This design comes from an exercise in tuning for small area and a short achievable clock period on the open sky130 flow, not from production work. In this exercise RTL edits were held to simulation tests only and were not proved equivalent to the original. Power figures rest on the tool's default switching activity, not on a simulated workload.

## before
## ldpc_row_top
module ldpc_row_top (
    input  logic        clk,
    input  logic        rst_n,
    input  logic        req_valid,
    input  logic [1:0]  req_layer,
    input  logic [4:0]  req_addr,
    input  logic [47:0] llr_in,
    output logic        rsp_valid,
    output logic [1:0]  rsp_layer,
    output logic [4:0]  rsp_addr,
    output logic [47:0] llr_out
);
Size: ~3700 cells after synthesis, roughly 110 I/O pins.
==> module check_msg_recover, before the edit <==
module check_msg_recover (
    input  logic        written,    
    input  logic [4:0]  min1,
    input  logic [4:0]  min2,
    input  logic        hit,        
    input  logic        sg,         
    input  logic [5:0]  l,
    output logic [6:0]  t
);
    logic [4:0] m;
    logic       sw;
    logic [6:0] b;
    logic [7:0] s;
    assign m = ({5{written & hit}} & min2) | ({5{written & ~hit}} & min1);
    assign sw = sg & written;
    assign b  = sw ? {2'b00, m} : ~{2'b00, m};
    assign s  = {l[5], l, 1'b1} + {b, ~sw};
    assign t = s[7:1];
endmodule
export LEC_CHECK = 0
export CAP_MARGIN = 20
export CORE_MARGIN = 2
export CORE_UTILIZATION = 60
export CTS_CLUSTER_DIAMETER = 80
export CTS_CLUSTER_SIZE = 25
export PLACE_DENSITY = 0.7
export SETUP_SLACK_MARGIN = 3.6
export SLEW_MARGIN = 20
create_clock -name core_clock -period 6.0 [get_ports {clk}]
run.sh (not shown) runs the stock make flow with config.mk's settings and CLKGATE_MAP_FILE= SYNTH_SCRIPT=/design/flow/synth_recipe.tcl, a recipe that flattens the netlist after the stock synthesis.
#### Input delta (after over before)
--- a/flow/design.v
+++ b/flow/design.v
@@ -69,11 +69,9 @@
 );
     logic [4:0] m;
-    logic       sw;
     logic [6:0] b;
     logic [7:0] s;
     assign m = ({5{written & hit}} & min2) | ({5{written & ~hit}} & min1);
-    assign sw = sg & written;
-    assign b  = sw ? {2'b00, m} : ~{2'b00, m};
-    assign s  = {l[5], l, 1'b1} + {b, ~sw};
+    assign b = sg ? {2'b00, m} : ~{2'b00, m};
+    assign s = {l[5], l, 1'b1} + {b, ~sg};
     assign t = s[7:1];
 endmodule
## What came out
- Looking at after and before, the share of the yosys chip area belonging to registers is a wash.
- Looking at area growth from synthesis to final layout across after and before, the one that comes out lower is before.
- The power share of the combinational group number comes out higher for after vs before.
- On hold slack, after and before are neck and neck.
- Sum of routed wire segments on met1: after vs before down about 2.7%
- after reached the end of the flow, and the finished layout is clean on the timing, design-rule and antenna checks.
- Diff after and before: total of plain and repair buffers excluding clock buffers lower in before
- after vs. before: peak ir drop on the vdd network lost 0.026 mV, cell area after layout neither gained nor lost much, number of hold-repair buffers added at the cts stage neither gained nor lost much.

* * *

The RTL this note starts from:
==> flow/design.v <==
package llr_pkg;
    localparam int MSG_W    = 6;
    localparam int MAG_W    = MSG_W - 1;
    localparam int IDX_W    = 3;
    localparam int MAX_COLS = 8;
    localparam int REC_W    = 2 * MAG_W + IDX_W + MAX_COLS;
endpackage
package row_ctrl_pkg;
    localparam int LAYER_W = 2;
    localparam int ADDR_W  = 5;
endpackage
module check_msg_mem (
    input  logic        clk,
    input  logic        rst_n,
    input  logic [9:0]  rd_grp,     
    input  logic [3:0]  rd_sub,     
    output logic [4:0]  rd_min1,
    output logic [4:0]  rd_min2,
    output logic [7:0]  rd_hit,
    output logic [7:0]  rd_sgn,
    output logic        rd_written,
    input  logic [9:0]  wr_grp,     
    input  logic [3:0]  wr_sub,
    input  logic [20:0] wr_data
);
    logic [20:0] mem  [0:39];
    logic [39:0] wrt;
    logic [39:0] rsel;
    logic [39:0] wsel;
    logic [20:0] rd;
    logic        rd_wrt;
    for (genvar r = 0; r < 40; r++)
    begin : g_sel
        assign rsel[r] = rd_grp[r / 4] & rd_sub[r % 4];
        assign wsel[r] = wr_grp[r / 4] & wr_sub[r % 4];
    end
    always_ff @(posedge clk)
    begin
        for (int r = 0; r < 40; r++)
        begin
            mem[r] <= (mem[r] & {21{~wsel[r]}}) | (wr_data & {21{wsel[r]}});
            wrt[r] <= rst_n & (wrt[r] | wsel[r]);
        end
    end
    always_comb
    begin
        rd     = '0;
        rd_wrt = 1'b0;
        for (int r = 0; r < 40; r++)
        begin
            rd     = rd | (mem[r] & {21{rsel[r]}});
            rd_wrt = rd_wrt | (wrt[r] & rsel[r]);
        end
    end
    assign rd_min1    = rd[20:16];
    assign rd_min2    = rd[15:11];
    assign rd_sgn     = rd[7:0];
    assign rd_written = rd_wrt;
    for (genvar i = 0; i < 8; i++)
    begin : g_hit
        assign rd_hit[i] = (rd[10:8] == i);
    end
endmodule
module check_msg_recover (
    input  logic        written,    
    input  logic [4:0]  min1,
    input  logic [4:0]  min2,
    input  logic        hit,        
    input  logic        sg,         
    input  logic [5:0]  l,
    output logic [6:0]  t
);
    logic [4:0] m;
    logic [6:0] b;
    logic [7:0] s;
    assign m = ({5{written & hit}} & min2) | ({5{written & ~hit}} & min1);
    assign b = sg ? {2'b00, m} : ~{2'b00, m};
    assign s = {l[5], l, 1'b1} + {b, ~sg};
    assign t = s[7:1];
endmodule
module q_sign_mag (
    input  logic [6:0]  t,
    output logic        neg,
    output logic [4:0]  mag
);
    logic [5:0] tn;
    logic [5:0] a;
    assign neg = t[6];
    assign tn  = ~t[5:0] + 6'd1;
    assign a   = t[6] ? tn : t[5:0];
    assign mag = a[5] ? 5'd31 : a[4:0];
endmodule
module min_sum_merge #(
    parameter int IW = 1
) (
    input  logic [4:0]    a1,
    input  logic [4:0]    a2,
    input  logic [IW-1:0] ai,
    input  logic [4:0]    b1,
    input  logic [4:0]    b2,
    input  logic [IW-1:0] bi,
    output logic [4:0]    m1,
    output logic [4:0]    m2,
    output logic [IW:0]   mi
);
    logic c;
    assign c  = b1 < a1;
    assign m1 = c ? b1 : a1;
    assign mi = c ? {1'b1, bi} : {1'b0, ai};
    assign m2 = c ? ((a1 < b2) ? a1 : b2) : ((b1 < a2) ? b1 : a2);
endmodule
module min_sum_pairs (
    input  logic [39:0] mag,
    output logic [3:0]  lt
);
    for (genvar j = 0; j < 4; j++)
    begin : g_lt
        assign lt[j] = mag[5*(2*j+1) +: 5] < mag[5*(2*j) +: 5];
    end
endmodule
module min_sum_quads (
    input  logic [39:0] mag,
    input  logic [3:0]  lt,
    output logic [9:0]  h1,         
    output logic [9:0]  h2,
    output logic [3:0]  hi
);
    logic [4:0] p1 [0:3];
    logic [4:0] p2 [0:3];
    for (genvar j = 0; j < 4; j++)
    begin : g_pair
        assign p1[j] = lt[j] ? mag[5*(2*j+1) +: 5] : mag[5*(2*j) +: 5];
        assign p2[j] = lt[j] ? mag[5*(2*j) +: 5]   : mag[5*(2*j+1) +: 5];
    end
    for (genvar k = 0; k < 2; k++)
    begin : g_quad
        min_sum_merge #(.IW(1)) u_m (
            .a1 (p1[2*k]),   .a2 (p2[2*k]),   .ai (lt[2*k]),
            .b1 (p1[2*k+1]), .b2 (p2[2*k+1]), .bi (lt[2*k+1]),
            .m1 (h1[5*k +: 5]), .m2 (h2[5*k +: 5]), .mi (hi[2*k +: 2])
        );
    end
endmodule
module llr_update (
    input  logic [7:0]  neg,
    input  logic [39:0] mag,
    input  logic [4:0]  b,          
    input  logic [4:0]  min2,
    input  logic [2:0]  idx,
    input  logic        par,
    output logic [7:0]  s,
    output logic [39:0] a
);
    logic [6:0] xs;
    logic [4:0] x;
    assign xs = {1'b0, min2, 1'b1} + {1'b0, b, par};
    assign x  = (!par && xs[6]) ? 5'd31 : xs[5:1];
    for (genvar i = 0; i < 8; i++)
    begin : g_col
        logic [6:0] ys;
        logic [4:0] y;
        logic       hit;
        assign hit = (idx == i);
        assign ys  = {1'b0, mag[5*i +: 5], 1'b1} + {1'b0, b, par};
        assign y   = (!par && ys[6]) ? 5'd31 : ys[5:1];
        assign a[5*i +: 5] = hit ? x : y;
        assign s[i]        = neg[i] ^ (par & hit);
    end
endmodule
module llr_twos (
    input  logic        s,
    input  logic [4:0]  a,
    output logic [5:0]  o
);
    assign o = s ? -{1'b0, a} : {1'b0, a};
endmodule
module siso_row_unit (
    input  logic        clk,
    input  logic        rst_n,
    input  logic        req_valid,
    input  logic        req_layer,
    input  logic [4:0]  req_addr,
    input  logic [47:0] llr_in,
    output logic        rsp_valid,
    output logic        rsp_layer,
    output logic [4:0]  rsp_addr,
    output logic [47:0] llr_out
);
    logic        v    [1:8];
    logic        lay  [1:8];
    logic [4:0]  addr [1:8];
    logic [9:0]  rgrp1, wgrp6;
    logic [3:0]  rsub1, wsub6;
    logic [47:0] l1, l2;
    logic [4:0]  rm1, rm2, rm1_2, rm2_2;
    logic [7:0]  rhit, rsgn, rhit_2, rsgn_2;
    logic        rwrt, rwrt_2;
    logic [55:0] t, t3;
    logic [7:0]  neg, neg4, neg5, neg6;
    logic [39:0] mag, mag4, mag5, mag6;
    logic [3:0]  lt, lt4;
    logic [9:0]  h1, h2, h1_5, h2_5;
    logic [3:0]  hi, hi_5;
    logic [4:0]  min1, min2, b6, min2_6;
    logic [2:0]  idx, idx6;
    logic        par6;
    logic [7:0]  s, s7;
    logic [39:0] a, a7;
    logic [47:0] o;
    always_ff @(posedge clk)
    begin
        v[1]    <= rst_n & req_valid;
        lay[1]  <= req_layer;
        addr[1] <= req_addr;
        for (int k = 2; k <= 8; k++)
        begin
            v[k]    <= rst_n & v[k-1];
            lay[k]  <= lay[k-1];
            addr[k] <= addr[k-1];
        end
    end
    always_ff @(posedge clk)
    begin
        for (int g = 0; g < 10; g++)
        begin
            rgrp1[g] <= (req_layer == (g / 5)) && (req_addr[4:2] == (g % 5));
            wgrp6[g] <= rst_n && v[5] && (lay[5] == (g / 5)) && (addr[5][4:2] == (g % 5));
        end
        for (int b = 0; b < 4; b++)
        begin
            rsub1[b] <= (req_addr[1:0] == b);
            wsub6[b] <= (addr[5][1:0] == b);
        end
    end
    check_msg_mem u_mem (
        .clk      (clk),
        .rst_n    (rst_n),
        .rd_grp   (rgrp1),
        .rd_sub   (rsub1),
        .rd_min1  (rm1),
        .rd_min2  (rm2),
        .rd_hit   (rhit),
        .rd_sgn   (rsgn),
        .rd_written (rwrt),
        .wr_grp   (wgrp6),
        .wr_sub   (wsub6),
        .wr_data  ({b6 ^ {5{par6}}, min2_6, idx6, neg6 ^ {8{par6}}})
    );
    always_ff @(posedge clk)
    begin
        l1     <= llr_in;
        l2     <= l1;
        rm1_2  <= rm1;
        rm2_2  <= rm2;
        rhit_2 <= rhit;
        rsgn_2 <= rsgn;
        rwrt_2 <= rwrt;
    end
    for (genvar i = 0; i < 8; i++)
    begin : g_rec
        check_msg_recover u_rec (
            .written (rwrt_2),
            .min1 (rm1_2),
            .min2 (rm2_2),
            .hit  (rhit_2[i]),
            .sg   (rsgn_2[i]),
            .l    (l2[6*i +: 6]),
            .t    (t[7*i +: 7])
        );
    end
    always_ff @(posedge clk)
        t3 <= t;
    for (genvar i = 0; i < 8; i++)
    begin : g_q
        q_sign_mag u_q (
            .t   (t3[7*i +: 7]),
            .neg (neg[i]),
            .mag (mag[5*i +: 5])
        );
    end
    min_sum_pairs u_pairs (
        .mag (mag),
        .lt  (lt)
    );
    always_ff @(posedge clk)
    begin
        neg4 <= neg;
        mag4 <= mag;
        lt4  <= lt;
    end
    min_sum_quads u_quads (
        .mag (mag4),
        .lt  (lt4),
        .h1  (h1),
        .h2  (h2),
        .hi  (hi)
    );
    always_ff @(posedge clk)
    begin
        neg5 <= neg4;
        mag5 <= mag4;
        h1_5 <= h1;
        h2_5 <= h2;
        hi_5 <= hi;
    end
    min_sum_merge #(.IW(2)) u_row (
        .a1 (h1_5[4:0]), .a2 (h2_5[4:0]), .ai (hi_5[1:0]),
        .b1 (h1_5[9:5]), .b2 (h2_5[9:5]), .bi (hi_5[3:2]),
        .m1 (min1),    .m2 (min2),    .mi (idx)
    );
    always_ff @(posedge clk)
    begin
        neg6   <= neg5;
        mag6   <= mag5;
        b6     <= min1 ^ {5{^neg5}};
        min2_6 <= min2;
        idx6   <= idx;
        par6   <= ^neg5;
    end
    llr_update u_upd (
        .neg  (neg6),
        .mag  (mag6),
        .b    (b6),
        .min2 (min2_6),
        .idx  (idx6),
        .par  (par6),
        .s    (s),
        .a    (a)
    );
    always_ff @(posedge clk)
    begin
        s7 <= s;
        a7 <= a;
    end
    for (genvar i = 0; i < 8; i++)
    begin : g_out
        llr_twos u_twos (
            .s (s7[i]),
            .a (a7[5*i +: 5]),
            .o (o[6*i +: 6])
        );
    end
    always_ff @(posedge clk)
    begin
        if (rst_n && v[7])
            llr_out <= o;
        else
            llr_out <= '0;
    end
    assign rsp_valid = v[8];
    assign rsp_layer = lay[8];
    assign rsp_addr  = addr[8];
endmodule
module ldpc_row_top (
    input  logic        clk,
    input  logic        rst_n,
    input  logic        req_valid,
    input  logic [1:0]  req_layer,
    input  logic [4:0]  req_addr,
    input  logic [47:0] llr_in,
    output logic        rsp_valid,
    output logic [1:0]  rsp_layer,
    output logic [4:0]  rsp_addr,
    output logic [47:0] llr_out
);
    logic rsp_layer0;
    siso_row_unit u_row (
        .clk       (clk),
        .rst_n     (rst_n),
        .req_valid (req_valid),
        .req_layer (req_layer[0]),
        .req_addr  (req_addr),
        .llr_in    (llr_in),
        .rsp_valid (rsp_valid),
        .rsp_layer (rsp_layer0),
        .rsp_addr  (rsp_addr),
        .llr_out   (llr_out)
    );
    assign rsp_layer = {1'b0, rsp_layer0};
endmodule
==> flow/config.mk <==
export PLATFORM = sky130hd
export DESIGN_NAME = ldpc_row_top
export DESIGN_NICKNAME = ldpc_row_top
export VERILOG_FILES = /design/flow/design.v
export SDC_FILE = /design/flow/constraint.sdc
export NUM_CORES = 4
export LEC_CHECK = 0
export CAP_MARGIN = 20
export CORE_MARGIN = 2
export CORE_UTILIZATION = 40
export CTS_CLUSTER_DIAMETER = 80
export CTS_CLUSTER_SIZE = 25
export SETUP_SLACK_MARGIN = 3.6
export SLEW_MARGIN = 20
==> flow/constraint.sdc <==
create_clock -name core_clock -period 6.0 [get_ports {clk}]
set_input_delay 1.2000 -clock core_clock [delete_from_list [all_inputs] [get_ports {clk}]]
set_output_delay 1.2000 -clock core_clock [all_outputs]
set_load 0.01 [all_outputs]
Next try:
--- a/flow/design.v
+++ b/flow/design.v
@@ -17,9 +17,8 @@
     output logic [4:0]  rd_min1,
     output logic [4:0]  rd_min2,
     output logic [7:0]  rd_hit,
     output logic [7:0]  rd_sgn,
-    output logic        rd_written,
     input  logic [9:0]  wr_grp,     
     input  logic [3:0]  wr_sub,
     input  logic [20:0] wr_data
 );
@@ -51,19 +50,17 @@
             rd     = rd | (mem[r] & {21{rsel[r]}});
             rd_wrt = rd_wrt | (wrt[r] & rsel[r]);
         end
     end
-    assign rd_min1    = rd[20:16];
-    assign rd_min2    = rd[15:11];
-    assign rd_sgn     = rd[7:0];
-    assign rd_written = rd_wrt;
+    assign rd_min1 = rd[20:16] & {5{rd_wrt}};
+    assign rd_min2 = rd[15:11] & {5{rd_wrt}};
+    assign rd_sgn  = rd[7:0];
     for (genvar i = 0; i < 8; i++)
     begin : g_hit
         assign rd_hit[i] = (rd[10:8] == i);
     end
 endmodule
 module check_msg_recover (
-    input  logic        written,    
     input  logic [4:0]  min1,
     input  logic [4:0]  min2,
     input  logic        hit,        
     input  logic        sg,         
@@ -72,9 +69,9 @@
 );
     logic [4:0] m;
     logic [6:0] b;
     logic [7:0] s;
-    assign m = ({5{written & hit}} & min2) | ({5{written & ~hit}} & min1);
+    assign m = hit ? min2 : min1;
     assign b = sg ? {2'b00, m} : ~{2'b00, m};
     assign s = {l[5], l, 1'b1} + {b, ~sg};
     assign t = s[7:1];
 endmodule
@@ -143,17 +140,19 @@
 endmodule
 module llr_update (
     input  logic [7:0]  neg,
     input  logic [39:0] mag,
-    input  logic [4:0]  b,          
+    input  logic [4:0]  min1,
     input  logic [4:0]  min2,
     input  logic [2:0]  idx,
     input  logic        par,
     output logic [7:0]  s,
     output logic [39:0] a
 );
+    logic [4:0] b;
     logic [6:0] xs;
     logic [4:0] x;
+    assign b = par ? ~min1 : min1;
     assign xs = {1'b0, min2, 1'b1} + {1'b0, b, par};
     assign x  = (!par && xs[6]) ? 5'd31 : xs[5:1];
     for (genvar i = 0; i < 8; i++)
     begin : g_col
@@ -193,16 +192,15 @@
     logic [3:0]  rsub1, wsub6;
     logic [47:0] l1, l2;
     logic [4:0]  rm1, rm2, rm1_2, rm2_2;
     logic [7:0]  rhit, rsgn, rhit_2, rsgn_2;
-    logic        rwrt, rwrt_2;
     logic [55:0] t, t3;
     logic [7:0]  neg, neg4, neg5, neg6;
     logic [39:0] mag, mag4, mag5, mag6;
     logic [3:0]  lt, lt4;
     logic [9:0]  h1, h2, h1_5, h2_5;
     logic [3:0]  hi, hi_5;
-    logic [4:0]  min1, min2, b6, min2_6;
+    logic [4:0]  min1, min2, min1_6, min2_6;
     logic [2:0]  idx, idx6;
     logic        par6;
     logic [7:0]  s, s7;
     logic [39:0] a, a7;
@@ -240,12 +238,11 @@
         .rd_min1  (rm1),
         .rd_min2  (rm2),
         .rd_hit   (rhit),
         .rd_sgn   (rsgn),
-        .rd_written (rwrt),
         .wr_grp   (wgrp6),
         .wr_sub   (wsub6),
-        .wr_data  ({b6 ^ {5{par6}}, min2_6, idx6, neg6 ^ {8{par6}}})
+        .wr_data  ({min1_6, min2_6, idx6, neg6 ^ {8{par6}}})
     );
     always_ff @(posedge clk)
     begin
         l1     <= llr_in;
@@ -253,14 +250,12 @@
         rm1_2  <= rm1;
         rm2_2  <= rm2;
         rhit_2 <= rhit;
         rsgn_2 <= rsgn;
-        rwrt_2 <= rwrt;
     end
     for (genvar i = 0; i < 8; i++)
     begin : g_rec
         check_msg_recover u_rec (
-            .written (rwrt_2),
             .min1 (rm1_2),
             .min2 (rm2_2),
             .hit  (rhit_2[i]),
             .sg   (rsgn_2[i]),
@@ -311,17 +306,17 @@
     always_ff @(posedge clk)
     begin
         neg6   <= neg5;
         mag6   <= mag5;
-        b6     <= min1 ^ {5{^neg5}};
+        min1_6 <= min1;
         min2_6 <= min2;
         idx6   <= idx;
         par6   <= ^neg5;
     end
     llr_update u_upd (
         .neg  (neg6),
         .mag  (mag6),
-        .b    (b6),
+        .min1 (min1_6),
         .min2 (min2_6),
         .idx  (idx6),
         .par  (par6),
         .s    (s),
The new run completed without violations.
Sequential share of layout area decreases by 0.72 points.
Global-route usage grows by 0.23 points.
Register-to-register slack hardly moves.
Power is higher by a few percent.
Clock-buffer cell count grows by 15.
Clock skew is higher by 14 ps.
First-iteration DRC count hardly moves.
Sequential power decreases by a few percent.
Die area hardly moves.

-- static timing again, ports no longer ideal --
Ports are ideal in the flow. The routed layouts listed here were re-timed in OpenROAD.
Step 1 (the two cells are an assumption about what drives the block):
set clk [get_ports {clk}]
set_driving_cell -lib_cell sky130_fd_sc_hd__clkbuf_16 $clk
set_driving_cell -lib_cell sky130_fd_sc_hd__buf_2 [delete_from_list [all_inputs] $clk]
Step 2 times the ports against the registers' clock, not the clock port: input delays grow and output delays shrink by t, the midpoint of the rising clock arrivals with the driver on.
Three values: ideal ports, drivers, drivers and shift; two values: the first two.
run	t, ns	setup slack, ns	hold slack, ns
before	0.710	3.576 / 3.549 / 3.127	0.328 / 0.328 / 0.328
after	0.736	3.593 / 3.593 / 3.094	0.328 / 0.328 / 0.328
the first run of note 2	0.760	3.585 / 3.545 / 3.099	0.323 / 0.323 / 0.323
the second run of note 2	0.767	3.573 / 3.573 / 3.088	0.309 / 0.309 / 0.309
After both steps every run listed still meets setup and hold. For after, which loses most, drivers alone change the setup slack by 0.000 ns; drivers and shift together by -0.499 ns.
